This design comes from an exercise in tuning for small area and a short achievable clock period on the open sky130 flow, not from production work.
In this exercise RTL edits were held to simulation tests only and were not proved equivalent to the original.
No activity file was given, so power comes from the tool's default toggle rates.

==> flow/design.v (outline; a module is shown in full before it is edited, if it fits) <==
// module alu_decode: 82 lines
// module alu_fx_arith: 1075 lines
// module alu_bit_ops: 31 lines
// module alu_result: 17 lines
// module alu_top: 67 lines
module alu_top
#(
    parameter int INT_W  = alu_fx_pkg::INT_W_DEF,
    parameter int FRAC_W = alu_fx_pkg::FRAC_W_DEF,
    parameter int DATA_W = INT_W + FRAC_W
) (
    input  logic              i_clk,
    input  logic              i_rst_n,
    input  logic [DATA_W-1:0] i_data_a,
    input  logic [DATA_W-1:0] i_data_b,
    input  logic [alu_op_pkg::OP_W-1:0]   i_inst,
    output logic              o_busy,
    output logic              o_valid,
    output logic [DATA_W-1:0] o_data
);
  // ...
==> flow/run.sh <==
#!/bin/bash
# synth_recipe.tcl (not shown) runs the flow's synth.tcl, then flattens the netlist and writes it again
# the make line also repeats each setting of config.mk as NAME=value (left out here)
make -C /OpenROAD-flow-scripts/flow DESIGN_CONFIG=/design/flow/config.mk WORK_HOME=/design/flow/orfs CLKGATE_MAP_FILE= SYNTH_SCRIPT=/design/flow/synth_recipe.tcl finish
==> flow/config.mk <==
export PLATFORM = sky130hd
export DESIGN_NAME = alu_top
export DESIGN_NICKNAME = alu_top
export VERILOG_FILES = /design/flow/design.v
export SDC_FILE = /design/flow/constraint.sdc
export NUM_CORES = 4
export LEC_CHECK = 0
export ABC_AREA = 1
export CAP_MARGIN = 20
export CORE_MARGIN = 2
export CORE_UTILIZATION = 40
export SETUP_SLACK_MARGIN = 4
export SLEW_MARGIN = 20
==> flow/constraint.sdc <==
create_clock -name core_clock -period 10.0 [get_ports {i_clk}]
set_input_delay 2.0000 -clock core_clock [delete_from_list [all_inputs] [get_ports {i_clk}]]
set_output_delay 2.0000 -clock core_clock [all_outputs]
set_load 0.01 [all_outputs]
==> out/results.tsv, run 1 <==
metric	value	unit
CTS tree	built	
placed cell areas	13190	um2
r2r startpoint	u_decode.o_m[15]	
Detailed Place HPWL	36.75	mm
Critical Path End	u_result.o_data[3]	
Post-synth EDFFs	0	
Syn Nets	2020	
DRC Markers	0	
Logic pwr share	74.8	%
Setup crit end kind	register	
first-pass GRT wire length	72.83	mm
largest power group	combinational cells	
Int Pwr	1.273	mW
average routed wire per standard cell	21.05	um
FP Rows	64	
GRT Resource Usage Total	28.52	%
# H-tree levels	3	
Seq group	0.397	mW
Syn Area/Cell	6.867	um2
commonest non-fill, non-tap cell in the layout	nand2_1	
Min Hold Slack	0.4771	ns
cell family with most CP delay	adder cells	
multi-input logic area	9510	um2
P_leak	6.794	nW
Seq pwr share	13.9	%
Resized cells post-CTS	11	
Worst VDD drop	0.2145	mV
endpoints failing setup	0	
status	finished clean	
Seq area share	11.92	%
==> module alu_fx_arith, before the edit <==
module alu_fx_arith (
    input  logic [15:0] a,
    input  logic [23:0] d,
    input  logic [15:0] x,
    input  logic        sub,
    output logic [15:0] o_res
);
    logic neg_0;
    logic one_0;
    logic two_0;
    logic pp_0_0;
    logic pp_0_1;
    logic pp_0_2;
    logic pp_0_3;
    logic pp_0_4;
    logic pp_0_5;
    logic pp_0_6;
    logic pp_0_7;
    logic pp_0_8;
    logic pp_0_9;
    logic pp_0_10;
    logic pp_0_11;
    logic pp_0_12;
    logic pp_0_13;
    logic pp_0_14;
    logic pp_0_15;
    logic pp_0_16;
    logic neg_1;
    logic one_1;
    logic two_1;
    logic pp_1_0;
    logic pp_1_1;
    logic pp_1_2;
    logic pp_1_3;
    logic pp_1_4;
    logic pp_1_5;
    logic pp_1_6;
    logic pp_1_7;
    logic pp_1_8;
    logic pp_1_9;
    logic pp_1_10;
    logic pp_1_11;
    logic pp_1_12;
    logic pp_1_13;
    logic pp_1_14;
    logic pp_1_15;
    logic pp_1_16;
    logic neg_2;
    logic one_2;
    logic two_2;
    logic pp_2_0;
    logic pp_2_1;
    logic pp_2_2;
    logic pp_2_3;
    logic pp_2_4;
    logic pp_2_5;
    logic pp_2_6;
    logic pp_2_7;
    logic pp_2_8;
    logic pp_2_9;
    logic pp_2_10;
    logic pp_2_11;
    logic pp_2_12;
    logic pp_2_13;
    logic pp_2_14;
    logic pp_2_15;
    logic pp_2_16;
    logic neg_3;
    logic one_3;
    logic two_3;
    logic pp_3_0;
    logic pp_3_1;
    logic pp_3_2;
    logic pp_3_3;
    logic pp_3_4;
    logic pp_3_5;
    logic pp_3_6;
    logic pp_3_7;
    logic pp_3_8;
    logic pp_3_9;
    logic pp_3_10;
    logic pp_3_11;
    logic pp_3_12;
    logic pp_3_13;
    logic pp_3_14;
    logic pp_3_15;
    logic pp_3_16;
    logic neg_4;
    logic one_4;
    logic two_4;
    logic pp_4_0;
    logic pp_4_1;
    logic pp_4_2;
    logic pp_4_3;
    logic pp_4_4;
    logic pp_4_5;
    logic pp_4_6;
    logic pp_4_7;
    logic pp_4_8;
    logic pp_4_9;
    logic pp_4_10;
    logic pp_4_11;
    logic pp_4_12;
    logic pp_4_13;
    logic pp_4_14;
    logic pp_4_15;
    logic pp_4_16;
    logic neg_5;
    logic one_5;
    logic two_5;
    logic pp_5_0;
    logic pp_5_1;
    logic pp_5_2;
    logic pp_5_3;
    logic pp_5_4;
    logic pp_5_5;
    logic pp_5_6;
    logic pp_5_7;
    logic pp_5_8;
    logic pp_5_9;
    logic pp_5_10;
    logic pp_5_11;
    logic pp_5_12;
    logic pp_5_13;
    logic pp_5_14;
    logic pp_5_15;
    logic pp_5_16;
    logic neg_6;
    logic one_6;
    logic two_6;
    logic pp_6_0;
    logic pp_6_1;
    logic pp_6_2;
    logic pp_6_3;
    logic pp_6_4;
    logic pp_6_5;
    logic pp_6_6;
    logic pp_6_7;
    logic pp_6_8;
    logic pp_6_9;
    logic pp_6_10;
    logic pp_6_11;
    logic pp_6_12;
    logic pp_6_13;
    logic pp_6_14;
    logic pp_6_15;
    logic pp_6_16;
    logic neg_7;
    logic one_7;
    logic two_7;
    logic pp_7_0;
    logic pp_7_1;
    logic pp_7_2;
    logic pp_7_3;
    logic pp_7_4;
    logic pp_7_5;
    logic pp_7_6;
    logic pp_7_7;
    logic pp_7_8;
    logic pp_7_9;
    logic pp_7_10;
    logic pp_7_11;
    logic pp_7_12;
    logic pp_7_13;
    logic pp_7_14;
    logic pp_7_15;
    logic pp_7_16;
    logic hs0;
    logic hc0;
    logic hs1;
    logic hc1;
    logic fs2;
    logic fc2;
    logic fs3;
    logic fc3;
    logic hs4;
    logic hc4;
    logic fs5;
    logic fc5;
    logic hs6;
    logic hc6;
    logic fs7;
    logic fc7;
    logic fs8;
    logic fc8;
    logic hs9;
    logic hc9;
    logic fs10;
    logic fc10;
    logic fs11;
    logic fc11;
    logic hs12;
    logic hc12;
    logic fs13;
    logic fc13;
    logic fs14;
    logic fc14;
    logic fs15;
    logic fc15;
    logic fs16;
    logic fc16;
    logic fs17;
    logic fc17;
    logic fs18;
    logic fc18;
    logic fs19;
    logic fc19;
    logic fs20;
    logic fc20;
    logic cs21;
    logic cc21;
    logic iv22;
    logic fs23;
    logic fc23;
    logic fs24;
    logic fc24;
    logic fs25;
    logic fc25;
    logic fs26;
    logic fc26;
    logic fs27;
    logic fc27;
    logic fs28;
    logic fc28;
    logic fs29;
    logic fc29;
    logic fs30;
    logic fc30;
    logic fs31;
    logic fc31;
    logic fs32;
    logic fc32;
    logic fs33;
    logic fc33;
    logic fs34;
    logic fc34;
    logic hs35;
    logic hc35;
    logic hs36;
    logic hc36;
    logic fs37;
    logic fc37;
    logic hs38;
    logic hc38;
    logic fs39;
    logic fc39;
    logic cs40;
    logic cc40;
    logic fs41;
    logic fc41;
    logic fs42;
    logic fc42;
    logic fs43;
    logic fc43;
    logic fs44;
    logic fc44;
    logic fs45;
    logic fc45;
    logic fs46;
    logic fc46;
    logic fs47;
    logic fc47;
    logic fs48;
    logic fc48;
    logic fs49;
    logic fc49;
    logic fs50;
    logic fc50;
    logic fs51;
    logic fc51;
    logic fs52;
    logic fc52;
    logic fs53;
    logic fc53;
    logic fs54;
    logic fc54;
    logic fs55;
    logic fc55;
    logic fs56;
    logic fc56;
    logic fs57;
    logic fc57;
    logic fs58;
    logic fc58;
    logic iv59;
    logic fs60;
    logic fc60;
    logic fs61;
    logic fc61;
    logic fs62;
    logic fc62;
    logic fs63;
    logic fc63;
    logic iv64;
    logic fs65;
    logic fc65;
    logic fs66;
    logic fc66;
    logic fs67;
    logic fc67;
    logic fs68;
    logic fc68;
    logic iv69;
    logic fs70;
    logic fc70;
    logic fs71;
    logic fc71;
    logic fs72;
    logic fc72;
    logic fs73;
    logic fc73;
    logic iv74;
    logic fs75;
    logic fc75;
    logic hs76;
    logic hc76;
    logic hs77;
    logic hc77;
    logic fs78;
    logic fc78;
    logic fs79;
    logic fc79;
    logic fs80;
    logic fc80;
    logic fs81;
    logic fc81;
    logic fs82;
    logic fc82;
    logic fs83;
    logic fc83;
    logic fs84;
    logic fc84;
    logic fs85;
    logic fc85;
    logic fs86;
    logic fc86;
    logic fs87;
    logic fc87;
    logic fs88;
    logic fc88;
    logic fs89;
    logic fc89;
    logic fs90;
    logic fc90;
    logic fs91;
    logic fc91;
    logic fs92;
    logic fc92;
    logic fs93;
    logic fc93;
    logic fs94;
    logic fc94;
    logic fs95;
    logic fc95;
    logic fs96;
    logic fc96;
    logic fs97;
    logic fc97;
    logic fs98;
    logic fc98;
    logic hs99;
    logic hc99;
    logic hs100;
    logic hc100;
    logic fs101;
    logic fc101;
    logic fs102;
    logic fc102;
    logic fs103;
    logic fc103;
    logic fs104;
    logic fc104;
    logic fs105;
    logic fc105;
    logic fs106;
    logic fc106;
    logic fs107;
    logic fc107;
    logic fs108;
    logic fc108;
    logic fs109;
    logic fc109;
    logic fs110;
    logic fc110;
    logic fs111;
    logic fc111;
    logic fs112;
    logic fc112;
    logic fs113;
    logic fc113;
    logic fs114;
    logic fc114;
    logic fs115;
    logic fc115;
    logic fs116;
    logic fc116;
    logic fs117;
    logic fc117;
    logic fs118;
    logic fc118;
    logic fs119;
    logic fc119;
    logic fs120;
    logic fc120;
    logic fs121;
    logic fc121;
    logic fs122;
    logic fc122;
    logic fs123;
    logic fc123;
    logic iv124;
    logic fs125;
    logic fc125;
    logic fs126;
    logic fc126;
    assign neg_0 = d[0];
    assign one_0 = d[1];
    assign two_0 = d[2];
    assign pp_0_0 = ((one_0 & a[0]) | (two_0 & 1'b0)) ^ neg_0;
    assign pp_0_1 = ((one_0 & a[1]) | (two_0 & a[0])) ^ neg_0;
    assign pp_0_2 = ((one_0 & a[2]) | (two_0 & a[1])) ^ neg_0;
    assign pp_0_3 = ((one_0 & a[3]) | (two_0 & a[2])) ^ neg_0;
    assign pp_0_4 = ((one_0 & a[4]) | (two_0 & a[3])) ^ neg_0;
    assign pp_0_5 = ((one_0 & a[5]) | (two_0 & a[4])) ^ neg_0;
    assign pp_0_6 = ((one_0 & a[6]) | (two_0 & a[5])) ^ neg_0;
    assign pp_0_7 = ((one_0 & a[7]) | (two_0 & a[6])) ^ neg_0;
    assign pp_0_8 = ((one_0 & a[8]) | (two_0 & a[7])) ^ neg_0;
    assign pp_0_9 = ((one_0 & a[9]) | (two_0 & a[8])) ^ neg_0;
    assign pp_0_10 = ((one_0 & a[10]) | (two_0 & a[9])) ^ neg_0;
    assign pp_0_11 = ((one_0 & a[11]) | (two_0 & a[10])) ^ neg_0;
    assign pp_0_12 = ((one_0 & a[12]) | (two_0 & a[11])) ^ neg_0;
    assign pp_0_13 = ((one_0 & a[13]) | (two_0 & a[12])) ^ neg_0;
    assign pp_0_14 = ((one_0 & a[14]) | (two_0 & a[13])) ^ neg_0;
    assign pp_0_15 = ((one_0 & a[15]) | (two_0 & a[14])) ^ neg_0;
    assign pp_0_16 = ~(((one_0 & a[15]) | (two_0 & a[15])) ^ neg_0);
    assign neg_1 = d[3];
    assign one_1 = d[4];
    assign two_1 = d[5];
    assign pp_1_0 = ((one_1 & a[0]) | (two_1 & 1'b0)) ^ neg_1;
    assign pp_1_1 = ((one_1 & a[1]) | (two_1 & a[0])) ^ neg_1;
    assign pp_1_2 = ((one_1 & a[2]) | (two_1 & a[1])) ^ neg_1;
    assign pp_1_3 = ((one_1 & a[3]) | (two_1 & a[2])) ^ neg_1;
    assign pp_1_4 = ((one_1 & a[4]) | (two_1 & a[3])) ^ neg_1;
    assign pp_1_5 = ((one_1 & a[5]) | (two_1 & a[4])) ^ neg_1;
    assign pp_1_6 = ((one_1 & a[6]) | (two_1 & a[5])) ^ neg_1;
    assign pp_1_7 = ((one_1 & a[7]) | (two_1 & a[6])) ^ neg_1;
    assign pp_1_8 = ((one_1 & a[8]) | (two_1 & a[7])) ^ neg_1;
    assign pp_1_9 = ((one_1 & a[9]) | (two_1 & a[8])) ^ neg_1;
    assign pp_1_10 = ((one_1 & a[10]) | (two_1 & a[9])) ^ neg_1;
    assign pp_1_11 = ((one_1 & a[11]) | (two_1 & a[10])) ^ neg_1;
    assign pp_1_12 = ((one_1 & a[12]) | (two_1 & a[11])) ^ neg_1;
    assign pp_1_13 = ((one_1 & a[13]) | (two_1 & a[12])) ^ neg_1;
    assign pp_1_14 = ((one_1 & a[14]) | (two_1 & a[13])) ^ neg_1;
    assign pp_1_15 = ((one_1 & a[15]) | (two_1 & a[14])) ^ neg_1;
    assign pp_1_16 = ~(((one_1 & a[15]) | (two_1 & a[15])) ^ neg_1);
    assign neg_2 = d[6];
    assign one_2 = d[7];
    assign two_2 = d[8];
    assign pp_2_0 = ((one_2 & a[0]) | (two_2 & 1'b0)) ^ neg_2;
    assign pp_2_1 = ((one_2 & a[1]) | (two_2 & a[0])) ^ neg_2;
    assign pp_2_2 = ((one_2 & a[2]) | (two_2 & a[1])) ^ neg_2;
    assign pp_2_3 = ((one_2 & a[3]) | (two_2 & a[2])) ^ neg_2;
    assign pp_2_4 = ((one_2 & a[4]) | (two_2 & a[3])) ^ neg_2;
    assign pp_2_5 = ((one_2 & a[5]) | (two_2 & a[4])) ^ neg_2;
    assign pp_2_6 = ((one_2 & a[6]) | (two_2 & a[5])) ^ neg_2;
    assign pp_2_7 = ((one_2 & a[7]) | (two_2 & a[6])) ^ neg_2;
    assign pp_2_8 = ((one_2 & a[8]) | (two_2 & a[7])) ^ neg_2;
    assign pp_2_9 = ((one_2 & a[9]) | (two_2 & a[8])) ^ neg_2;
    assign pp_2_10 = ((one_2 & a[10]) | (two_2 & a[9])) ^ neg_2;
    assign pp_2_11 = ((one_2 & a[11]) | (two_2 & a[10])) ^ neg_2;
    assign pp_2_12 = ((one_2 & a[12]) | (two_2 & a[11])) ^ neg_2;
    assign pp_2_13 = ((one_2 & a[13]) | (two_2 & a[12])) ^ neg_2;
    assign pp_2_14 = ((one_2 & a[14]) | (two_2 & a[13])) ^ neg_2;
    assign pp_2_15 = ((one_2 & a[15]) | (two_2 & a[14])) ^ neg_2;
    assign pp_2_16 = ~(((one_2 & a[15]) | (two_2 & a[15])) ^ neg_2);
    assign neg_3 = d[9];
    assign one_3 = d[10];
    assign two_3 = d[11];
    assign pp_3_0 = ((one_3 & a[0]) | (two_3 & 1'b0)) ^ neg_3;
    assign pp_3_1 = ((one_3 & a[1]) | (two_3 & a[0])) ^ neg_3;
    assign pp_3_2 = ((one_3 & a[2]) | (two_3 & a[1])) ^ neg_3;
    assign pp_3_3 = ((one_3 & a[3]) | (two_3 & a[2])) ^ neg_3;
    assign pp_3_4 = ((one_3 & a[4]) | (two_3 & a[3])) ^ neg_3;
    assign pp_3_5 = ((one_3 & a[5]) | (two_3 & a[4])) ^ neg_3;
    assign pp_3_6 = ((one_3 & a[6]) | (two_3 & a[5])) ^ neg_3;
    assign pp_3_7 = ((one_3 & a[7]) | (two_3 & a[6])) ^ neg_3;
    assign pp_3_8 = ((one_3 & a[8]) | (two_3 & a[7])) ^ neg_3;
    assign pp_3_9 = ((one_3 & a[9]) | (two_3 & a[8])) ^ neg_3;
    assign pp_3_10 = ((one_3 & a[10]) | (two_3 & a[9])) ^ neg_3;
    assign pp_3_11 = ((one_3 & a[11]) | (two_3 & a[10])) ^ neg_3;
    assign pp_3_12 = ((one_3 & a[12]) | (two_3 & a[11])) ^ neg_3;
    assign pp_3_13 = ((one_3 & a[13]) | (two_3 & a[12])) ^ neg_3;
    assign pp_3_14 = ((one_3 & a[14]) | (two_3 & a[13])) ^ neg_3;
    assign pp_3_15 = ((one_3 & a[15]) | (two_3 & a[14])) ^ neg_3;
    assign pp_3_16 = ~(((one_3 & a[15]) | (two_3 & a[15])) ^ neg_3);
    assign neg_4 = d[12];
    assign one_4 = d[13];
    assign two_4 = d[14];
    assign pp_4_0 = ((one_4 & a[0]) | (two_4 & 1'b0)) ^ neg_4;
    assign pp_4_1 = ((one_4 & a[1]) | (two_4 & a[0])) ^ neg_4;
    assign pp_4_2 = ((one_4 & a[2]) | (two_4 & a[1])) ^ neg_4;
    assign pp_4_3 = ((one_4 & a[3]) | (two_4 & a[2])) ^ neg_4;
    assign pp_4_4 = ((one_4 & a[4]) | (two_4 & a[3])) ^ neg_4;
    assign pp_4_5 = ((one_4 & a[5]) | (two_4 & a[4])) ^ neg_4;
    assign pp_4_6 = ((one_4 & a[6]) | (two_4 & a[5])) ^ neg_4;
    assign pp_4_7 = ((one_4 & a[7]) | (two_4 & a[6])) ^ neg_4;
    assign pp_4_8 = ((one_4 & a[8]) | (two_4 & a[7])) ^ neg_4;
    assign pp_4_9 = ((one_4 & a[9]) | (two_4 & a[8])) ^ neg_4;
    assign pp_4_10 = ((one_4 & a[10]) | (two_4 & a[9])) ^ neg_4;
    assign pp_4_11 = ((one_4 & a[11]) | (two_4 & a[10])) ^ neg_4;
    assign pp_4_12 = ((one_4 & a[12]) | (two_4 & a[11])) ^ neg_4;
    assign pp_4_13 = ((one_4 & a[13]) | (two_4 & a[12])) ^ neg_4;
    assign pp_4_14 = ((one_4 & a[14]) | (two_4 & a[13])) ^ neg_4;
    assign pp_4_15 = ((one_4 & a[15]) | (two_4 & a[14])) ^ neg_4;
    assign pp_4_16 = ~(((one_4 & a[15]) | (two_4 & a[15])) ^ neg_4);
    assign neg_5 = d[15];
    assign one_5 = d[16];
    assign two_5 = d[17];
    assign pp_5_0 = ((one_5 & a[0]) | (two_5 & 1'b0)) ^ neg_5;
    assign pp_5_1 = ((one_5 & a[1]) | (two_5 & a[0])) ^ neg_5;
    assign pp_5_2 = ((one_5 & a[2]) | (two_5 & a[1])) ^ neg_5;
    assign pp_5_3 = ((one_5 & a[3]) | (two_5 & a[2])) ^ neg_5;
    assign pp_5_4 = ((one_5 & a[4]) | (two_5 & a[3])) ^ neg_5;
    assign pp_5_5 = ((one_5 & a[5]) | (two_5 & a[4])) ^ neg_5;
    assign pp_5_6 = ((one_5 & a[6]) | (two_5 & a[5])) ^ neg_5;
    assign pp_5_7 = ((one_5 & a[7]) | (two_5 & a[6])) ^ neg_5;
    assign pp_5_8 = ((one_5 & a[8]) | (two_5 & a[7])) ^ neg_5;
    assign pp_5_9 = ((one_5 & a[9]) | (two_5 & a[8])) ^ neg_5;
    assign pp_5_10 = ((one_5 & a[10]) | (two_5 & a[9])) ^ neg_5;
    assign pp_5_11 = ((one_5 & a[11]) | (two_5 & a[10])) ^ neg_5;
    assign pp_5_12 = ((one_5 & a[12]) | (two_5 & a[11])) ^ neg_5;
    assign pp_5_13 = ((one_5 & a[13]) | (two_5 & a[12])) ^ neg_5;
    assign pp_5_14 = ((one_5 & a[14]) | (two_5 & a[13])) ^ neg_5;
    assign pp_5_15 = ((one_5 & a[15]) | (two_5 & a[14])) ^ neg_5;
    assign pp_5_16 = ~(((one_5 & a[15]) | (two_5 & a[15])) ^ neg_5);
    assign neg_6 = d[18];
    assign one_6 = d[19];
    assign two_6 = d[20];
    assign pp_6_0 = ((one_6 & a[0]) | (two_6 & 1'b0)) ^ neg_6;
    assign pp_6_1 = ((one_6 & a[1]) | (two_6 & a[0])) ^ neg_6;
    assign pp_6_2 = ((one_6 & a[2]) | (two_6 & a[1])) ^ neg_6;
    assign pp_6_3 = ((one_6 & a[3]) | (two_6 & a[2])) ^ neg_6;
    assign pp_6_4 = ((one_6 & a[4]) | (two_6 & a[3])) ^ neg_6;
    assign pp_6_5 = ((one_6 & a[5]) | (two_6 & a[4])) ^ neg_6;
    assign pp_6_6 = ((one_6 & a[6]) | (two_6 & a[5])) ^ neg_6;
    assign pp_6_7 = ((one_6 & a[7]) | (two_6 & a[6])) ^ neg_6;
    assign pp_6_8 = ((one_6 & a[8]) | (two_6 & a[7])) ^ neg_6;
    assign pp_6_9 = ((one_6 & a[9]) | (two_6 & a[8])) ^ neg_6;
    assign pp_6_10 = ((one_6 & a[10]) | (two_6 & a[9])) ^ neg_6;
    assign pp_6_11 = ((one_6 & a[11]) | (two_6 & a[10])) ^ neg_6;
    assign pp_6_12 = ((one_6 & a[12]) | (two_6 & a[11])) ^ neg_6;
    assign pp_6_13 = ((one_6 & a[13]) | (two_6 & a[12])) ^ neg_6;
    assign pp_6_14 = ((one_6 & a[14]) | (two_6 & a[13])) ^ neg_6;
    assign pp_6_15 = ((one_6 & a[15]) | (two_6 & a[14])) ^ neg_6;
    assign pp_6_16 = ~(((one_6 & a[15]) | (two_6 & a[15])) ^ neg_6);
    assign neg_7 = d[21];
    assign one_7 = d[22];
    assign two_7 = d[23];
    assign pp_7_0 = ((one_7 & a[0]) | (two_7 & 1'b0)) ^ neg_7;
    assign pp_7_1 = ((one_7 & a[1]) | (two_7 & a[0])) ^ neg_7;
    assign pp_7_2 = ((one_7 & a[2]) | (two_7 & a[1])) ^ neg_7;
    assign pp_7_3 = ((one_7 & a[3]) | (two_7 & a[2])) ^ neg_7;
    assign pp_7_4 = ((one_7 & a[4]) | (two_7 & a[3])) ^ neg_7;
    assign pp_7_5 = ((one_7 & a[5]) | (two_7 & a[4])) ^ neg_7;
    assign pp_7_6 = ((one_7 & a[6]) | (two_7 & a[5])) ^ neg_7;
    assign pp_7_7 = ((one_7 & a[7]) | (two_7 & a[6])) ^ neg_7;
    assign pp_7_8 = ((one_7 & a[8]) | (two_7 & a[7])) ^ neg_7;
    assign pp_7_9 = ((one_7 & a[9]) | (two_7 & a[8])) ^ neg_7;
    assign pp_7_10 = ((one_7 & a[10]) | (two_7 & a[9])) ^ neg_7;
    assign pp_7_11 = ((one_7 & a[11]) | (two_7 & a[10])) ^ neg_7;
    assign pp_7_12 = ((one_7 & a[12]) | (two_7 & a[11])) ^ neg_7;
    assign pp_7_13 = ((one_7 & a[13]) | (two_7 & a[12])) ^ neg_7;
    assign pp_7_14 = ((one_7 & a[14]) | (two_7 & a[13])) ^ neg_7;
    assign pp_7_15 = ((one_7 & a[15]) | (two_7 & a[14])) ^ neg_7;
    assign pp_7_16 = ~(((one_7 & a[15]) | (two_7 & a[15])) ^ neg_7);
    assign hs0 = x[4] ^ neg_7;
    assign hc0 = x[4] & neg_7;
    assign hs1 = x[5] ^ pp_0_15;
    assign hc1 = x[5] & pp_0_15;
    assign fs2 = x[6] ^ pp_0_16 ^ pp_1_14;
    assign fc2 = (x[6] & pp_0_16) | (x[6] & pp_1_14) | (pp_0_16 & pp_1_14);
    assign fs3 = sub ^ x[0] ^ neg_5;
    assign fc3 = (sub & x[0]) | (sub & neg_5) | (x[0] & neg_5);
    assign hs4 = pp_0_10 ^ pp_1_8;
    assign hc4 = pp_0_10 & pp_1_8;
    assign fs5 = x[1] ^ pp_0_11 ^ pp_1_9;
    assign fc5 = (x[1] & pp_0_11) | (x[1] & pp_1_9) | (pp_0_11 & pp_1_9);
    assign hs6 = pp_2_7 ^ pp_3_5;
    assign hc6 = pp_2_7 & pp_3_5;
    assign fs7 = x[2] ^ neg_6 ^ pp_0_12;
    assign fc7 = (x[2] & neg_6) | (x[2] & pp_0_12) | (neg_6 & pp_0_12);
    assign fs8 = pp_1_10 ^ pp_2_8 ^ pp_3_6;
    assign fc8 = (pp_1_10 & pp_2_8) | (pp_1_10 & pp_3_6) | (pp_2_8 & pp_3_6);
    assign hs9 = pp_4_4 ^ pp_5_2;
    assign hc9 = pp_4_4 & pp_5_2;
    assign fs10 = x[3] ^ pp_0_13 ^ pp_1_11;
    assign fc10 = (x[3] & pp_0_13) | (x[3] & pp_1_11) | (pp_0_13 & pp_1_11);
    assign fs11 = pp_2_9 ^ pp_3_7 ^ pp_4_5;
    assign fc11 = (pp_2_9 & pp_3_7) | (pp_2_9 & pp_4_5) | (pp_3_7 & pp_4_5);
    assign hs12 = pp_5_3 ^ pp_6_1;
    assign hc12 = pp_5_3 & pp_6_1;
    assign fs13 = pp_0_14 ^ pp_1_12 ^ pp_2_10;
    assign fc13 = (pp_0_14 & pp_1_12) | (pp_0_14 & pp_2_10) | (pp_1_12 & pp_2_10);
    assign fs14 = pp_3_8 ^ pp_4_6 ^ pp_5_4;
    assign fc14 = (pp_3_8 & pp_4_6) | (pp_3_8 & pp_5_4) | (pp_4_6 & pp_5_4);
    assign fs15 = pp_6_2 ^ pp_7_0 ^ hs0;
    assign fc15 = (pp_6_2 & pp_7_0) | (pp_6_2 & hs0) | (pp_7_0 & hs0);
    assign fs16 = hc0 ^ pp_1_13 ^ pp_2_11;
    assign fc16 = (hc0 & pp_1_13) | (hc0 & pp_2_11) | (pp_1_13 & pp_2_11);
    assign fs17 = pp_3_9 ^ pp_4_7 ^ pp_5_5;
    assign fc17 = (pp_3_9 & pp_4_7) | (pp_3_9 & pp_5_5) | (pp_4_7 & pp_5_5);
    assign fs18 = pp_6_3 ^ pp_7_1 ^ hs1;
    assign fc18 = (pp_6_3 & pp_7_1) | (pp_6_3 & hs1) | (pp_7_1 & hs1);
    assign fs19 = pp_2_12 ^ pp_3_10 ^ pp_4_8;
    assign fc19 = (pp_2_12 & pp_3_10) | (pp_2_12 & pp_4_8) | (pp_3_10 & pp_4_8);
    assign fs20 = pp_5_6 ^ pp_6_4 ^ pp_7_2;
    assign fc20 = (pp_5_6 & pp_6_4) | (pp_5_6 & pp_7_2) | (pp_6_4 & pp_7_2);
    assign cs21 = ~(hc1 ^ fs2);
    assign cc21 = hc1 | fs2;
    assign iv22 = ~x[7];
    assign fs23 = iv22 ^ pp_1_15 ^ pp_2_13;
    assign fc23 = (iv22 & pp_1_15) | (iv22 & pp_2_13) | (pp_1_15 & pp_2_13);
    assign fs24 = pp_3_11 ^ pp_4_9 ^ pp_5_7;
    assign fc24 = (pp_3_11 & pp_4_9) | (pp_3_11 & pp_5_7) | (pp_4_9 & pp_5_7);
    assign fs25 = pp_6_5 ^ pp_7_3 ^ fc2;
    assign fc25 = (pp_6_5 & pp_7_3) | (pp_6_5 & fc2) | (pp_7_3 & fc2);
    assign fs26 = x[7] ^ x[8] ^ pp_1_16;
    assign fc26 = (x[7] & x[8]) | (x[7] & pp_1_16) | (x[8] & pp_1_16);
    assign fs27 = pp_2_14 ^ pp_3_12 ^ pp_4_10;
    assign fc27 = (pp_2_14 & pp_3_12) | (pp_2_14 & pp_4_10) | (pp_3_12 & pp_4_10);
    assign fs28 = pp_5_8 ^ pp_6_6 ^ pp_7_4;
    assign fc28 = (pp_5_8 & pp_6_6) | (pp_5_8 & pp_7_4) | (pp_6_6 & pp_7_4);
    assign fs29 = x[9] ^ pp_2_15 ^ pp_3_13;
    assign fc29 = (x[9] & pp_2_15) | (x[9] & pp_3_13) | (pp_2_15 & pp_3_13);
    assign fs30 = pp_4_11 ^ pp_5_9 ^ pp_6_7;
    assign fc30 = (pp_4_11 & pp_5_9) | (pp_4_11 & pp_6_7) | (pp_5_9 & pp_6_7);
    assign fs31 = x[10] ^ pp_2_16 ^ pp_3_14;
    assign fc31 = (x[10] & pp_2_16) | (x[10] & pp_3_14) | (pp_2_16 & pp_3_14);
    assign fs32 = pp_4_12 ^ pp_5_10 ^ pp_6_8;
    assign fc32 = (pp_4_12 & pp_5_10) | (pp_4_12 & pp_6_8) | (pp_5_10 & pp_6_8);
    assign fs33 = x[11] ^ pp_3_15 ^ pp_4_13;
    assign fc33 = (x[11] & pp_3_15) | (x[11] & pp_4_13) | (pp_3_15 & pp_4_13);
    assign fs34 = x[12] ^ pp_3_16 ^ pp_4_14;
    assign fc34 = (x[12] & pp_3_16) | (x[12] & pp_4_14) | (pp_3_16 & pp_4_14);
    assign hs35 = neg_3 ^ pp_0_6;
    assign hc35 = neg_3 & pp_0_6;
    assign hs36 = pp_0_7 ^ pp_1_5;
    assign hc36 = pp_0_7 & pp_1_5;
    assign fs37 = neg_4 ^ pp_0_8 ^ pp_1_6;
    assign fc37 = (neg_4 & pp_0_8) | (neg_4 & pp_1_6) | (pp_0_8 & pp_1_6);
    assign hs38 = pp_2_4 ^ pp_3_2;
    assign hc38 = pp_2_4 & pp_3_2;
    assign fs39 = pp_0_9 ^ pp_1_7 ^ pp_2_5;
    assign fc39 = (pp_0_9 & pp_1_7) | (pp_0_9 & pp_2_5) | (pp_1_7 & pp_2_5);
    assign cs40 = ~(pp_3_3 ^ pp_4_1);
    assign cc40 = pp_3_3 | pp_4_1;
    assign fs41 = pp_2_6 ^ pp_3_4 ^ pp_4_2;
    assign fc41 = (pp_2_6 & pp_3_4) | (pp_2_6 & pp_4_2) | (pp_3_4 & pp_4_2);
    assign fs42 = pp_5_0 ^ hs4 ^ fs3;
    assign fc42 = (pp_5_0 & hs4) | (pp_5_0 & fs3) | (hs4 & fs3);
    assign fs43 = pp_4_3 ^ pp_5_1 ^ hc4;
    assign fc43 = (pp_4_3 & pp_5_1) | (pp_4_3 & hc4) | (pp_5_1 & hc4);
    assign fs44 = fc3 ^ hs6 ^ fs5;
    assign fc44 = (fc3 & hs6) | (fc3 & fs5) | (hs6 & fs5);
    assign fs45 = pp_6_0 ^ hc6 ^ hs9;
    assign fc45 = (pp_6_0 & hc6) | (pp_6_0 & hs9) | (hc6 & hs9);
    assign fs46 = fc5 ^ fs7 ^ fs8;
    assign fc46 = (fc5 & fs7) | (fc5 & fs8) | (fs7 & fs8);
    assign fs47 = hc9 ^ hs12 ^ fc7;
    assign fc47 = (hc9 & hs12) | (hc9 & fc7) | (hs12 & fc7);
    assign fs48 = fc8 ^ fs10 ^ fs11;
    assign fc48 = (fc8 & fs10) | (fc8 & fs11) | (fs10 & fs11);
    assign fs49 = hc12 ^ fc10 ^ fc11;
    assign fc49 = (hc12 & fc10) | (hc12 & fc11) | (fc10 & fc11);
    assign fs50 = fs13 ^ fs14 ^ fs15;
    assign fc50 = (fs13 & fs14) | (fs13 & fs15) | (fs14 & fs15);
    assign fs51 = fc13 ^ fc14 ^ fc15;
    assign fc51 = (fc13 & fc14) | (fc13 & fc15) | (fc14 & fc15);
    assign fs52 = fs16 ^ fs17 ^ fs18;
    assign fc52 = (fs16 & fs17) | (fs16 & fs18) | (fs17 & fs18);
    assign fs53 = fc16 ^ fc17 ^ fs19;
    assign fc53 = (fc16 & fc17) | (fc16 & fs19) | (fc17 & fs19);
    assign fs54 = fs20 ^ fc18 ^ cs21;
    assign fc54 = (fs20 & fc18) | (fs20 & cs21) | (fc18 & cs21);
    assign fs55 = fc19 ^ fc20 ^ fs23;
    assign fc55 = (fc19 & fc20) | (fc19 & fs23) | (fc20 & fs23);
    assign fs56 = fs24 ^ cc21 ^ fs25;
    assign fc56 = (fs24 & cc21) | (fs24 & fs25) | (cc21 & fs25);
    assign fs57 = fc23 ^ fc24 ^ fs26;
    assign fc57 = (fc23 & fc24) | (fc23 & fs26) | (fc24 & fs26);
    assign fs58 = fs27 ^ fs28 ^ fc25;
    assign fc58 = (fs27 & fs28) | (fs27 & fc25) | (fs28 & fc25);
    assign iv59 = ~pp_7_5;
    assign fs60 = iv59 ^ fc26 ^ fc27;
    assign fc60 = (iv59 & fc26) | (iv59 & fc27) | (fc26 & fc27);
    assign fs61 = fc28 ^ fs29 ^ fs30;
    assign fc61 = (fc28 & fs29) | (fc28 & fs30) | (fs29 & fs30);
    assign fs62 = pp_7_5 ^ pp_7_6 ^ fc29;
    assign fc62 = (pp_7_5 & pp_7_6) | (pp_7_5 & fc29) | (pp_7_6 & fc29);
    assign fs63 = fc30 ^ fs31 ^ fs32;
    assign fc63 = (fc30 & fs31) | (fc30 & fs32) | (fs31 & fs32);
    assign iv64 = ~pp_5_11;
    assign fs65 = iv64 ^ pp_6_9 ^ pp_7_7;
    assign fc65 = (iv64 & pp_6_9) | (iv64 & pp_7_7) | (pp_6_9 & pp_7_7);
    assign fs66 = fc31 ^ fc32 ^ fs33;
    assign fc66 = (fc31 & fc32) | (fc31 & fs33) | (fc32 & fs33);
    assign fs67 = pp_5_11 ^ pp_5_12 ^ pp_6_10;
    assign fc67 = (pp_5_11 & pp_5_12) | (pp_5_11 & pp_6_10) | (pp_5_12 & pp_6_10);
    assign fs68 = pp_7_8 ^ fc33 ^ fs34;
    assign fc68 = (pp_7_8 & fc33) | (pp_7_8 & fs34) | (fc33 & fs34);
    assign iv69 = ~x[13];
    assign fs70 = iv69 ^ pp_4_15 ^ pp_5_13;
    assign fc70 = (iv69 & pp_4_15) | (iv69 & pp_5_13) | (pp_4_15 & pp_5_13);
    assign fs71 = pp_6_11 ^ pp_7_9 ^ fc34;
    assign fc71 = (pp_6_11 & pp_7_9) | (pp_6_11 & fc34) | (pp_7_9 & fc34);
    assign fs72 = x[13] ^ x[14] ^ pp_4_16;
    assign fc72 = (x[13] & x[14]) | (x[13] & pp_4_16) | (x[14] & pp_4_16);
    assign fs73 = pp_5_14 ^ pp_6_12 ^ pp_7_10;
    assign fc73 = (pp_5_14 & pp_6_12) | (pp_5_14 & pp_7_10) | (pp_6_12 & pp_7_10);
    assign iv74 = ~x[15];
    assign fs75 = iv74 ^ pp_5_15 ^ pp_6_13;
    assign fc75 = (iv74 & pp_5_15) | (iv74 & pp_6_13) | (pp_5_15 & pp_6_13);
    assign hs76 = neg_2 ^ pp_0_4;
    assign hc76 = neg_2 & pp_0_4;
    assign hs77 = pp_0_5 ^ pp_1_3;
    assign hc77 = pp_0_5 & pp_1_3;
    assign fs78 = pp_1_4 ^ pp_2_2 ^ pp_3_0;
    assign fc78 = (pp_1_4 & pp_2_2) | (pp_1_4 & pp_3_0) | (pp_2_2 & pp_3_0);
    assign fs79 = pp_2_3 ^ pp_3_1 ^ hc35;
    assign fc79 = (pp_2_3 & pp_3_1) | (pp_2_3 & hc35) | (pp_3_1 & hc35);
    assign fs80 = pp_4_0 ^ hc36 ^ hs38;
    assign fc80 = (pp_4_0 & hc36) | (pp_4_0 & hs38) | (hc36 & hs38);
    assign fs81 = hc38 ^ cs40 ^ fc37;
    assign fc81 = (hc38 & cs40) | (hc38 & fc37) | (cs40 & fc37);
    assign fs82 = cc40 ^ fc39 ^ fs41;
    assign fc82 = (cc40 & fc39) | (cc40 & fs41) | (fc39 & fs41);
    assign fs83 = fc41 ^ fs43 ^ fc42;
    assign fc83 = (fc41 & fs43) | (fc41 & fc42) | (fs43 & fc42);
    assign fs84 = fc43 ^ fs45 ^ fc44;
    assign fc84 = (fc43 & fs45) | (fc43 & fc44) | (fs45 & fc44);
    assign fs85 = fc45 ^ fc46 ^ fs47;
    assign fc85 = (fc45 & fc46) | (fc45 & fs47) | (fc46 & fs47);
    assign fs86 = fc47 ^ fc48 ^ fs49;
    assign fc86 = (fc47 & fc48) | (fc47 & fs49) | (fc48 & fs49);
    assign fs87 = fc49 ^ fc50 ^ fs51;
    assign fc87 = (fc49 & fc50) | (fc49 & fs51) | (fc50 & fs51);
    assign fs88 = fc51 ^ fs53 ^ fc52;
    assign fc88 = (fc51 & fs53) | (fc51 & fc52) | (fs53 & fc52);
    assign fs89 = fc53 ^ fs55 ^ fc54;
    assign fc89 = (fc53 & fs55) | (fc53 & fc54) | (fs55 & fc54);
    assign fs90 = fc55 ^ fs57 ^ fc56;
    assign fc90 = (fc55 & fs57) | (fc55 & fc56) | (fs57 & fc56);
    assign fs91 = fc57 ^ fs60 ^ fs61;
    assign fc91 = (fc57 & fs60) | (fc57 & fs61) | (fs60 & fs61);
    assign fs92 = fc60 ^ fc61 ^ fs62;
    assign fc92 = (fc60 & fc61) | (fc60 & fs62) | (fc61 & fs62);
    assign fs93 = fs65 ^ fc62 ^ fc63;
    assign fc93 = (fs65 & fc62) | (fs65 & fc63) | (fc62 & fc63);
    assign fs94 = fc65 ^ fs67 ^ fc66;
    assign fc94 = (fc65 & fs67) | (fc65 & fc66) | (fs67 & fc66);
    assign fs95 = fc67 ^ fs70 ^ fc68;
    assign fc95 = (fc67 & fs70) | (fc67 & fc68) | (fs70 & fc68);
    assign fs96 = fc70 ^ fs72 ^ fs73;
    assign fc96 = (fc70 & fs72) | (fc70 & fs73) | (fs72 & fs73);
    assign fs97 = pp_7_11 ^ fc72 ^ fc73;
    assign fc97 = (pp_7_11 & fc72) | (pp_7_11 & fc73) | (fc72 & fc73);
    assign fs98 = pp_5_16 ^ pp_6_14 ^ pp_7_12;
    assign fc98 = (pp_5_16 & pp_6_14) | (pp_5_16 & pp_7_12) | (pp_6_14 & pp_7_12);
    assign hs99 = neg_1 ^ pp_0_2;
    assign hc99 = neg_1 & pp_0_2;
    assign hs100 = pp_0_3 ^ pp_1_1;
    assign hc100 = pp_0_3 & pp_1_1;
    assign fs101 = pp_1_2 ^ pp_2_0 ^ hs76;
    assign fc101 = (pp_1_2 & pp_2_0) | (pp_1_2 & hs76) | (pp_2_0 & hs76);
    assign fs102 = pp_2_1 ^ hc76 ^ hs77;
    assign fc102 = (pp_2_1 & hc76) | (pp_2_1 & hs77) | (hc76 & hs77);
    assign fs103 = hc77 ^ hs35 ^ fs78;
    assign fc103 = (hc77 & hs35) | (hc77 & fs78) | (hs35 & fs78);
    assign fs104 = hs36 ^ fc78 ^ fs79;
    assign fc104 = (hs36 & fc78) | (hs36 & fs79) | (fc78 & fs79);
    assign fs105 = fs37 ^ fc79 ^ fs80;
    assign fc105 = (fs37 & fc79) | (fs37 & fs80) | (fc79 & fs80);
    assign fs106 = fs39 ^ fc80 ^ fs81;
    assign fc106 = (fs39 & fc80) | (fs39 & fs81) | (fc80 & fs81);
    assign fs107 = fc81 ^ fs42 ^ fs82;
    assign fc107 = (fc81 & fs42) | (fc81 & fs82) | (fs42 & fs82);
    assign fs108 = fc82 ^ fs44 ^ fs83;
    assign fc108 = (fc82 & fs44) | (fc82 & fs83) | (fs44 & fs83);
    assign fs109 = fs46 ^ fc83 ^ fs84;
    assign fc109 = (fs46 & fc83) | (fs46 & fs84) | (fc83 & fs84);
    assign fs110 = fs48 ^ fc84 ^ fs85;
    assign fc110 = (fs48 & fc84) | (fs48 & fs85) | (fc84 & fs85);
    assign fs111 = fs50 ^ fc85 ^ fs86;
    assign fc111 = (fs50 & fc85) | (fs50 & fs86) | (fc85 & fs86);
    assign fs112 = fs52 ^ fc86 ^ fs87;
    assign fc112 = (fs52 & fc86) | (fs52 & fs87) | (fc86 & fs87);
    assign fs113 = fs54 ^ fc87 ^ fs88;
    assign fc113 = (fs54 & fc87) | (fs54 & fs88) | (fc87 & fs88);
    assign fs114 = fs56 ^ fc88 ^ fs89;
    assign fc114 = (fs56 & fc88) | (fs56 & fs89) | (fc88 & fs89);
    assign fs115 = fs58 ^ fc89 ^ fs90;
    assign fc115 = (fs58 & fc89) | (fs58 & fs90) | (fc89 & fs90);
    assign fs116 = fc58 ^ fs91 ^ fc90;
    assign fc116 = (fc58 & fs91) | (fc58 & fc90) | (fs91 & fc90);
    assign fs117 = fs63 ^ fc91 ^ fs92;
    assign fc117 = (fs63 & fc91) | (fs63 & fs92) | (fc91 & fs92);
    assign fs118 = fs66 ^ fc92 ^ fs93;
    assign fc118 = (fs66 & fc92) | (fs66 & fs93) | (fc92 & fs93);
    assign fs119 = fs68 ^ fc93 ^ fs94;
    assign fc119 = (fs68 & fc93) | (fs68 & fs94) | (fc93 & fs94);
    assign fs120 = fs71 ^ fc94 ^ fs95;
    assign fc120 = (fs71 & fc94) | (fs71 & fs95) | (fc94 & fs95);
    assign fs121 = fc71 ^ fs96 ^ fc95;
    assign fc121 = (fc71 & fs96) | (fc71 & fc95) | (fs96 & fc95);
    assign fs122 = fs75 ^ fc96 ^ fs97;
    assign fc122 = (fs75 & fc96) | (fs75 & fs97) | (fc96 & fs97);
    assign fs123 = fc75 ^ fs98 ^ fc97;
    assign fc123 = (fc75 & fs98) | (fc75 & fc97) | (fs98 & fc97);
    assign iv124 = ~pp_6_15;
    assign fs125 = iv124 ^ pp_7_13 ^ fc98;
    assign fc125 = (iv124 & pp_7_13) | (iv124 & fc98) | (pp_7_13 & fc98);
    assign fs126 = pp_6_15 ^ pp_6_16 ^ pp_7_14;
    assign fc126 = (pp_6_15 & pp_6_16) | (pp_6_15 & pp_7_14) | (pp_6_16 & pp_7_14);
    logic [31:0] r0, r1, p;
    assign r0 = {1'b1, pp_7_15, fc126, fc125, fc123, fc122, fc121, fc120, fc119, fc118, fc117, fc116, fc115, fc114, fc113, fc112, fc111, fc110, fc109, fc108, fc107, fc106, fc105, fc104, fc103, fc102, fc101, hc100, hc99, hs99, pp_0_1, neg_0};
    assign r1 = {1'b0, pp_7_16, ~pp_7_15, fs126, fs125, fs123, fs122, fs121, fs120, fs119, fs118, fs117, fs116, fs115, fs114, fs113, fs112, fs111, fs110, fs109, fs108, fs107, fs106, fs105, fs104, fs103, fs102, fs101, hs100, pp_1_0, 1'b0, pp_0_0};
    logic [31:0] g, t, c;
    assign g = r0 & r1;
    assign t = r0 ^ r1;
    logic gg0, pp0;
    assign gg0 = g[1] | (t[1] & g[0]);
    assign pp0 = t[1] & t[0];
    logic gg1, pp1;
    assign gg1 = g[3] | (t[3] & g[2]);
    assign pp1 = t[3] & t[2];
    logic gg2, pp2;
    assign gg2 = g[5] | (t[5] & g[4]);
    assign pp2 = t[5] & t[4];
    logic gg3, pp3;
    assign gg3 = g[7] | (t[7] & g[6]);
    assign pp3 = t[7] & t[6];
    logic gg4, pp4;
    assign gg4 = g[9] | (t[9] & g[8]);
    assign pp4 = t[9] & t[8];
    logic gg5, pp5;
    assign gg5 = g[11] | (t[11] & g[10]);
    assign pp5 = t[11] & t[10];
    logic gg6, pp6;
    assign gg6 = g[13] | (t[13] & g[12]);
    assign pp6 = t[13] & t[12];
    logic gg7, pp7;
    assign gg7 = g[15] | (t[15] & g[14]);
    assign pp7 = t[15] & t[14];
    logic gg8, pp8;
    assign gg8 = g[17] | (t[17] & g[16]);
    assign pp8 = t[17] & t[16];
    logic gg9, pp9;
    assign gg9 = g[19] | (t[19] & g[18]);
    assign pp9 = t[19] & t[18];
    logic gg10, pp10;
    assign gg10 = g[21] | (t[21] & g[20]);
    assign pp10 = t[21] & t[20];
    logic gg11, pp11;
    assign gg11 = g[23] | (t[23] & g[22]);
    assign pp11 = t[23] & t[22];
    logic gg12, pp12;
    assign gg12 = g[25] | (t[25] & g[24]);
    assign pp12 = t[25] & t[24];
    logic gg13, pp13;
    assign gg13 = g[27] | (t[27] & g[26]);
    assign pp13 = t[27] & t[26];
    logic gg14, pp14;
    assign gg14 = g[29] | (t[29] & g[28]);
    assign pp14 = t[29] & t[28];
    logic gg15, pp15;
    assign gg15 = g[31] | (t[31] & g[30]);
    assign pp15 = t[31] & t[30];
    logic gg16, pp16;
    assign gg16 = g[2] | (t[2] & gg0);
    assign pp16 = t[2] & pp0;
    logic gg17, pp17;
    assign gg17 = gg1 | (pp1 & gg0);
    assign pp17 = pp1 & pp0;
    logic gg18, pp18;
    assign gg18 = g[6] | (t[6] & gg2);
    assign pp18 = t[6] & pp2;
    logic gg19, pp19;
    assign gg19 = gg3 | (pp3 & gg2);
    assign pp19 = pp3 & pp2;
    logic gg20, pp20;
    assign gg20 = g[10] | (t[10] & gg4);
    assign pp20 = t[10] & pp4;
    logic gg21, pp21;
    assign gg21 = gg5 | (pp5 & gg4);
    assign pp21 = pp5 & pp4;
    logic gg22, pp22;
    assign gg22 = g[14] | (t[14] & gg6);
    assign pp22 = t[14] & pp6;
    logic gg23, pp23;
    assign gg23 = gg7 | (pp7 & gg6);
    assign pp23 = pp7 & pp6;
    logic gg24, pp24;
    assign gg24 = g[18] | (t[18] & gg8);
    assign pp24 = t[18] & pp8;
    logic gg25, pp25;
    assign gg25 = gg9 | (pp9 & gg8);
    assign pp25 = pp9 & pp8;
    logic gg26, pp26;
    assign gg26 = g[22] | (t[22] & gg10);
    assign pp26 = t[22] & pp10;
    logic gg27, pp27;
    assign gg27 = gg11 | (pp11 & gg10);
    assign pp27 = pp11 & pp10;
    logic gg28, pp28;
    assign gg28 = g[26] | (t[26] & gg12);
    assign pp28 = t[26] & pp12;
    logic gg29, pp29;
    assign gg29 = gg13 | (pp13 & gg12);
    assign pp29 = pp13 & pp12;
    logic gg30, pp30;
    assign gg30 = g[30] | (t[30] & gg14);
    assign pp30 = t[30] & pp14;
    logic gg31, pp31;
    assign gg31 = gg15 | (pp15 & gg14);
    assign pp31 = pp15 & pp14;
    logic gg32, pp32;
    assign gg32 = g[4] | (t[4] & gg17);
    assign pp32 = t[4] & pp17;
    logic gg33, pp33;
    assign gg33 = gg2 | (pp2 & gg17);
    assign pp33 = pp2 & pp17;
    logic gg34, pp34;
    assign gg34 = gg18 | (pp18 & gg17);
    assign pp34 = pp18 & pp17;
    logic gg35, pp35;
    assign gg35 = gg19 | (pp19 & gg17);
    assign pp35 = pp19 & pp17;
    logic gg36, pp36;
    assign gg36 = g[12] | (t[12] & gg21);
    assign pp36 = t[12] & pp21;
    logic gg37, pp37;
    assign gg37 = gg6 | (pp6 & gg21);
    assign pp37 = pp6 & pp21;
    logic gg38, pp38;
    assign gg38 = gg22 | (pp22 & gg21);
    assign pp38 = pp22 & pp21;
    logic gg39, pp39;
    assign gg39 = gg23 | (pp23 & gg21);
    assign pp39 = pp23 & pp21;
    logic gg40, pp40;
    assign gg40 = g[20] | (t[20] & gg25);
    assign pp40 = t[20] & pp25;
    logic gg41, pp41;
    assign gg41 = gg10 | (pp10 & gg25);
    assign pp41 = pp10 & pp25;
    logic gg42, pp42;
    assign gg42 = gg26 | (pp26 & gg25);
    assign pp42 = pp26 & pp25;
    logic gg43, pp43;
    assign gg43 = gg27 | (pp27 & gg25);
    assign pp43 = pp27 & pp25;
    logic gg44, pp44;
    assign gg44 = g[28] | (t[28] & gg29);
    assign pp44 = t[28] & pp29;
    logic gg45, pp45;
    assign gg45 = gg14 | (pp14 & gg29);
    assign pp45 = pp14 & pp29;
    logic gg46, pp46;
    assign gg46 = gg30 | (pp30 & gg29);
    assign pp46 = pp30 & pp29;
    logic gg47, pp47;
    assign gg47 = gg31 | (pp31 & gg29);
    assign pp47 = pp31 & pp29;
    logic gg48, pp48;
    assign gg48 = g[8] | (t[8] & gg35);
    assign pp48 = t[8] & pp35;
    logic gg49, pp49;
    assign gg49 = gg4 | (pp4 & gg35);
    assign pp49 = pp4 & pp35;
    logic gg50, pp50;
    assign gg50 = gg20 | (pp20 & gg35);
    assign pp50 = pp20 & pp35;
    logic gg51, pp51;
    assign gg51 = gg21 | (pp21 & gg35);
    assign pp51 = pp21 & pp35;
    logic gg52, pp52;
    assign gg52 = gg36 | (pp36 & gg35);
    assign pp52 = pp36 & pp35;
    logic gg53, pp53;
    assign gg53 = gg37 | (pp37 & gg35);
    assign pp53 = pp37 & pp35;
    logic gg54, pp54;
    assign gg54 = gg38 | (pp38 & gg35);
    assign pp54 = pp38 & pp35;
    logic gg55, pp55;
    assign gg55 = gg39 | (pp39 & gg35);
    assign pp55 = pp39 & pp35;
    logic gg56, pp56;
    assign gg56 = g[24] | (t[24] & gg43);
    assign pp56 = t[24] & pp43;
    logic gg57, pp57;
    assign gg57 = gg12 | (pp12 & gg43);
    assign pp57 = pp12 & pp43;
    logic gg58, pp58;
    assign gg58 = gg28 | (pp28 & gg43);
    assign pp58 = pp28 & pp43;
    logic gg59, pp59;
    assign gg59 = gg29 | (pp29 & gg43);
    assign pp59 = pp29 & pp43;
    logic gg60, pp60;
    assign gg60 = gg44 | (pp44 & gg43);
    assign pp60 = pp44 & pp43;
    logic gg61, pp61;
    assign gg61 = gg45 | (pp45 & gg43);
    assign pp61 = pp45 & pp43;
    logic gg62, pp62;
    assign gg62 = gg46 | (pp46 & gg43);
    assign pp62 = pp46 & pp43;
    logic gg63, pp63;
    assign gg63 = gg47 | (pp47 & gg43);
    assign pp63 = pp47 & pp43;
    logic gg64, pp64;
    assign gg64 = g[16] | (t[16] & gg55);
    assign pp64 = t[16] & pp55;
    logic gg65, pp65;
    assign gg65 = gg8 | (pp8 & gg55);
    assign pp65 = pp8 & pp55;
    logic gg66, pp66;
    assign gg66 = gg24 | (pp24 & gg55);
    assign pp66 = pp24 & pp55;
    logic gg67, pp67;
    assign gg67 = gg25 | (pp25 & gg55);
    assign pp67 = pp25 & pp55;
    logic gg68, pp68;
    assign gg68 = gg40 | (pp40 & gg55);
    assign pp68 = pp40 & pp55;
    logic gg69, pp69;
    assign gg69 = gg41 | (pp41 & gg55);
    assign pp69 = pp41 & pp55;
    logic gg70, pp70;
    assign gg70 = gg42 | (pp42 & gg55);
    assign pp70 = pp42 & pp55;
    logic gg71, pp71;
    assign gg71 = gg43 | (pp43 & gg55);
    assign pp71 = pp43 & pp55;
    logic gg72, pp72;
    assign gg72 = gg56 | (pp56 & gg55);
    assign pp72 = pp56 & pp55;
    logic gg73, pp73;
    assign gg73 = gg57 | (pp57 & gg55);
    assign pp73 = pp57 & pp55;
    logic gg74, pp74;
    assign gg74 = gg58 | (pp58 & gg55);
    assign pp74 = pp58 & pp55;
    logic gg75, pp75;
    assign gg75 = gg59 | (pp59 & gg55);
    assign pp75 = pp59 & pp55;
    logic gg76, pp76;
    assign gg76 = gg60 | (pp60 & gg55);
    assign pp76 = pp60 & pp55;
    logic gg77, pp77;
    assign gg77 = gg61 | (pp61 & gg55);
    assign pp77 = pp61 & pp55;
    logic gg78, pp78;
    assign gg78 = gg62 | (pp62 & gg55);
    assign pp78 = pp62 & pp55;
    logic gg79, pp79;
    assign gg79 = gg63 | (pp63 & gg55);
    assign pp79 = pp63 & pp55;
    assign c = {gg78, gg77, gg76, gg75, gg74, gg73, gg72, gg71, gg70, gg69, gg68, gg67, gg66, gg65, gg64, gg55, gg54, gg53, gg52, gg51, gg50, gg49, gg48, gg35, gg34, gg33, gg32, gg17, gg16, gg0, g[0], 1'b0};
    assign p = t ^ c;
    logic fits;
    assign fits = (&p[31:25]) | ~(|p[31:25]);
    assign o_res = fits ? p[25:10] : {p[31], {15{~p[31]}}};
endmodule
==> module alu_bit_ops, before the edit <==
module alu_bit_ops (
    input  logic        i_lfsr,
    input  logic        i_lrcw,
    input  logic [15:0] i_d,
    input  logic [15:0] i_val,
    output logic [15:0] o_res
);
    logic [4:0]  i_amt;
    logic [15:0] rot;
    logic [1:0]  p2 [8];
    logic [2:0]  p3 [4];
    logic [3:0]  p4 [2];
    always_comb begin
        for (int i = 0; i < 8; i++) p2[i] = {1'b0, i_d[2*i]} + {1'b0, i_d[2*i+1]};
        for (int i = 0; i < 4; i++) p3[i] = {1'b0, p2[2*i]} + {1'b0, p2[2*i+1]};
        for (int i = 0; i < 2; i++) p4[i] = {1'b0, p3[2*i]} + {1'b0, p3[2*i+1]};
    end
    assign i_amt = i_lrcw ? ({1'b0, p4[0]} + {1'b0, p4[1]}) : i_d[4:0];
    logic [15:0] therm;
    logic [15:0] fb;
    assign rot = ({i_val, i_val} << i_amt[3:0]) >> 16;
    always_comb begin
        for (int i = 0; i < 16; i++) therm[i] = (5'(i) < i_amt);
    end
    always_comb begin
        for (int i = 0; i < 16; i++) begin
            fb[i] = i_lfsr ? (rot[(i + 14) % 16] ^ rot[(i + 13) % 16] ^ rot[(i + 11) % 16]) : 1'b1;
        end
    end
    assign o_res = rot ^ (therm & fb);
endmodule
==> run 2: changes to the inputs <==
--- a/flow/design.v
+++ b/flow/design.v
@@ -1171,4 +1171,11 @@
     logic fits;
-    assign fits = (&p[31:25]) | ~(|p[31:25]);
-    assign o_res = fits ? p[25:10] : {p[31], {15{~p[31]}}};
+    logic [6:0] hi0, hi1;
+    assign hi0 = r0[31:25] + r1[31:25];
+    assign hi1 = r0[31:25] + r1[31:25] + 7'd1;
+    logic fits0, fits1, sgn;
+    assign fits0 = (&hi0) | ~(|hi0);
+    assign fits1 = (&hi1) | ~(|hi1);
+    assign fits = c[25] ? fits1 : fits0;
+    assign sgn  = c[25] ? hi1[6] : hi0[6];
+    assign o_res = fits ? p[25:10] : {sgn, {15{~sgn}}};
 endmodule
@@ -1200,3 +1207,4 @@
         for (int i = 0; i < 16; i++) begin
-            fb[i] = i_lfsr ? (rot[(i + 14) % 16] ^ rot[(i + 13) % 16] ^ rot[(i + 11) % 16]) : 1'b1;
+            if (i < 8) fb[i] = i_lfsr ? (rot[(i + 14) % 16] ^ rot[(i + 13) % 16] ^ rot[(i + 11) % 16]) : 1'b1;
+            else       fb[i] = 1'b1;
         end
--- a/flow/config.mk
+++ b/flow/config.mk
@@ -11,3 +11,3 @@
 export CORE_UTILIZATION = 40
-export SETUP_SLACK_MARGIN = 4
+export SETUP_SLACK_MARGIN = 4.5
 export SLEW_MARGIN = 20
==> out/results.tsv, run 2 <==
metric	value	unit	change
CTS sink count	78		
switching share of power	54.42	%	
# diodes	0		
setup TNS	0	ns	
# H-tree levels	3		unchanged
Min-Delay Path Class	reg -> reg		
Reg2Reg Depth	23		
final instance area	14330	um2	
maximum clock path buffer count	2		
Sw Pwr	1.772	mW	
GRT Resource Usage Total	27.73	%	-0.80 points
gr busiest metal	met2		
hold path depth	1		
met2 Use GR	44.05	%	
Clock Pin Slew Worst Setup and Hold Paths	0.06	ns	
via count	12550		
Seq pwr share	13.2	%	-0.7 points
total global routing overflow	0		
CTS root buf	clkbuf_16		
Setup crit end kind	register		
WHS Endpoint	u_decode.state[0]		
gp weighted congestion	0.9818		
share of post-route cells with drive strength above 1	12.63	%	
Clock power frac	9.9	%	
synth warn	6		
Logic pwr share	77.0	%	+2.2 points
latest clock arrival within the worst-skew pair	0.34	ns	
PnR worst setup slack	4.652	ns	
RSZ-0062 raised after global routing	true		
Int Pwr	1.484	mW	+17%
GRT met1 Usage	38.12	%	
post-synth top area cell	fa_1		
most common cell in the netlist	nand2_1		
vias in the first global route	11890		
critical path, cell by cell	clkinvlp_4, o22ai_1, xor2_1, fa_1, inv_1, fa_1, inv_1, fa_1, fa_1, ha_4, a21oi_2, o21ai_4, a21oi_1, nand2_1, a21oi_4, nand3_1, nand2_4, nand2_1, nand2_1, nand2_1, nand2_1, nand2_1, nand2_1		
DRC Markers	0		unchanged
hold wc startpoint	u_decode.state[0]		
worst rel slew slack	39.73	%	
CTS tree	built		
Commonest cells post-synth	nand2_1, inv_1, nand3_1		
first-pass GRT wire length	67.76	mm	-7.0%
Die Width	178.9	um	
Post-synth EDFFs	0		unchanged
initial DRC count	1294		
Top FF cell, synth	dfxtp_1		
port bufs	55		
complex-gate fraction of the synthesized area	13.33	%	
Final period util	53.48	%	
Num CTS Buffers	9		
P_leak	6.928	nW	+2.0%
mux share of post-synthesis cell area	0	%	
WL final	44.81	mm	
TritonRoute pass-1 iters	7		
vias per cell	5.700		
Worst VDD drop	0.2331	mV	+8.7%
skew final	0.009427	ns	
xor/xnor cell area share of the yosys netlist	10.88	%	
r2r startpoint	u_decode.o_d[17]		
largest net degree at the start of global routing	32		
Synth top area share	19.30	%	
min Tclk post-route	5.348	ns	
placed cell areas	12870	um2	-2.4%
CP startpoint kind	register		
simple-gate share of the synthesized area	25.74	%	
Worst R2R Setup Slack	4.65	ns	
critical path class	reg -> reg		
mapped cell area	12240	um2	
core area	30350	um2	
max-cap violations	0		
Syn Nets	1931		-4.4%
Worst Path Max Fanout	15		
Setup WS pre-CTS	3.944	ns	
Crit path arrival time	5.63	ns	
commonest cells after routing, fill and taps aside	nand2_1, nand3_1, inv_1, xor2_1, o22ai_1		
most used cell, CP	nand2_1		
CP max stage delay	0.59	ns	
endpoints failing setup	0		unchanged
commonest non-fill, non-tap cell in the layout	nand2_1		
IO Pins	56		
Die Area	32010	um2	
final hold vios	0		
Detailed Place HPWL	34.15	mm	-7.1%
initial antenna violation count	0		
Nets	2005		
largest family of logic cells by synthesized area	simple AND/OR/NAND/NOR gates		
Async S/R FF share, synth	23.08	%	
adder-cell share of the synthesized area	24.31	%	
Final Max Tran Viols	0		
Slowest cell on crit path	fa_1		
worst path required time	10.28	ns	
status	finished clean		
Worst-Margin Slew	0.9030	ns	
number of flip-flops under the largest register name	24		
RR Endpoint	u_result.o_data[3]		
Pwr Density	227.2	nW/um2	
sequential area share after synthesis	13.50	%	
cells after synthesis	1726		
average routed wire per standard cell	20.36	um	-3.3%
die height	178.9	um	
Largest Register	u_decode.o_d		
Synth Register Bits	78		
fmax	0.1870	GHz	
Syn Area/Cell	7.090	um2	+3.3%
FP Rows	64		unchanged
top cells by area, synth	fa_1, nand2_1, xor2_1		
Netlist cell types	54		
initial core utilization	40.32	%	
Synth-to-Final Area Change	17.07	%	
met3 GRT Util	3.923	%	
antenna violation net count after detailed routing	0		
hold buffer count at CTS	0		
[run 2: cell types whose count changed in the layout (fill, tap and decap cells not counted), moves of 5 or more]
| cell | delta |
|---|---|
| nand3_2 | +5 |
| buf_4 | +27 |
| dfxtp_4 | +6 |
| nand3_1 | -59 |
| inv_1 | +13 |
| nand2_1 | -34 |
| dfxtp_1 | -7 |
| nand2_2 | +11 |
| nor2_1 | -35 |
| o21ai_0 | +6 |
| buf_12 | +6 |
| a21oi_1 | -30 |
| clkinvlp_4 | +16 |
[run 2: repair_timing]
action,in CTS,in global routing
resized for setup,27,77
pin swaps,1,5
setup endpoints to repair,16,15
setup buffers,38,45
gates cloned,2,3
[run 2: kinds of logic (layout without fill, tap and decap cells)]
| group | count (synthesis) | in the layout |
|---|---|---|
| AOI/OAI and AO/OA | 262 | 263 |
| xor gates and xnor gates | 152 | 152 |
| adders and majority gates | 167 | 167 |
| buffers and inverters | 363 | 440 |
| DFF | 78 | 78 |
| and+or+nand+nor | 704 | 705 |
[run 2: worst max path at each step]
| stage | from | endpoint | depth (start not counted) |
|---|---|---|---|
| 2_1_floorplan | u_decode.o_d[0] | u_result.o_data[5] | 26 |
| 3_3_place_gp | u_decode.o_d[3] | u_result.o_data[6] | 22 |
| 3_5_place_dp | u_decode.o_d[0] | u_result.o_data[0] | 24 |
| 4_1_cts | u_decode.o_d[5] | u_result.o_data[6] | 25 |
| 5_1_grt | u_decode.o_m[10] | u_result.o_data[3] | 24 |
| 6_report | u_decode.o_d[17] | u_result.o_data[3] | 23 |
[run 2: area by class of cell]
cell class,count,area [um2]
clock buffer,11,232.7
clock inverter,5,57.56
fill,3009,16020
inverter,278,1172
multi-input combinational,1287,9303
sequential,78,1693
tap,396,495.5
timing repair buffer,144,1361
timing repair inverter,2,12.51
[run 2: critical path, delay by kind of cell (launching register included)]
| family | cells | cell delay (ns) |
|---|---|---|
| AO/OA/AOI/OAI | 5 | 0.98 |
| buffers and inverters | 3 | 0.47 |
| XOR/XNOR | 1 | 0.14 |
| adder cells (fa/ha/maj) | 5 | 2.19 |
| AND/OR/NAND/NOR | 9 | 1.08 |
| flip-flops | 1 | 0.41 |
[run 2: power by group through the flow]
stage | Combinational [mW] | Clock, mW | Sequential [mW]
after floorplan | 1.57 | 0 | 0.408
after global placement | 2.19 | 0 | 0.431
after detailed placement | 2.22 | 0 | 0.431
after CTS | 2.27 | 0.327 | 0.427
after global routing | 2.79 | 0.338 | 0.433
final | 2.51 | 0.321 | 0.428
[run 2: layer usage]
metal / share of wire [%] / vias to the layer above
met5: 0 / -
met4: 4.5 / 0
met3: 8.6 / 116
met2: 45 / 695
met1: 42 / 5933
li1: - / 5801
[run 2: through the flow]
stage / utilization (%) / total power, mW / hold slack [ns] / instances
final: 47.21 / 3.256 / 0.4783 / 2201
after global routing: 47.21 / 3.561 / 0.5173 / 2201
after CTS: 44.71 / 3.024 / 0.4845 / 2153
after detailed placement: 42.41 / 2.655 / 0.4761 / 2097
after global placement: 42.41 / 2.620 / 0.4656 / 2097
after floorplan: - / 1.979 / 0.4481 / 1726

==> what the ideal ports hide <==
The flow's constraints put no driver on any port. The routed layouts listed below were extracted and timed again, unchanged, in two steps.
Step 1 sets driving cells, clkbuf_16 on the clock port and buf_2 on the other inputs (assumed; they add their load-dependent delay and slew).
Step 2 moves the port delays by t, midway between the first and last clock arrival at a register: inputs arrive t later, outputs are due t later. That takes back most of the time a late clock gives input paths.
Three values: no drivers, after step 1, after step 2; two values: the first two.
run | t (ns) | setup WS [ns] | latest minus earliest clock arrival (ns) | worst slew at a driven data input, ns | pins driven straight from the clock port
run 1 | 0.362 | 4.319 / 4.319 / 4.319 | 0.011 / 0.010 | 0.05 | 1
run 2 | 0.374 | 4.652 / 4.652 / 4.652 | 0.010 / 0.010 | 0.05 | 1
After both steps every run listed still meets setup and hold.
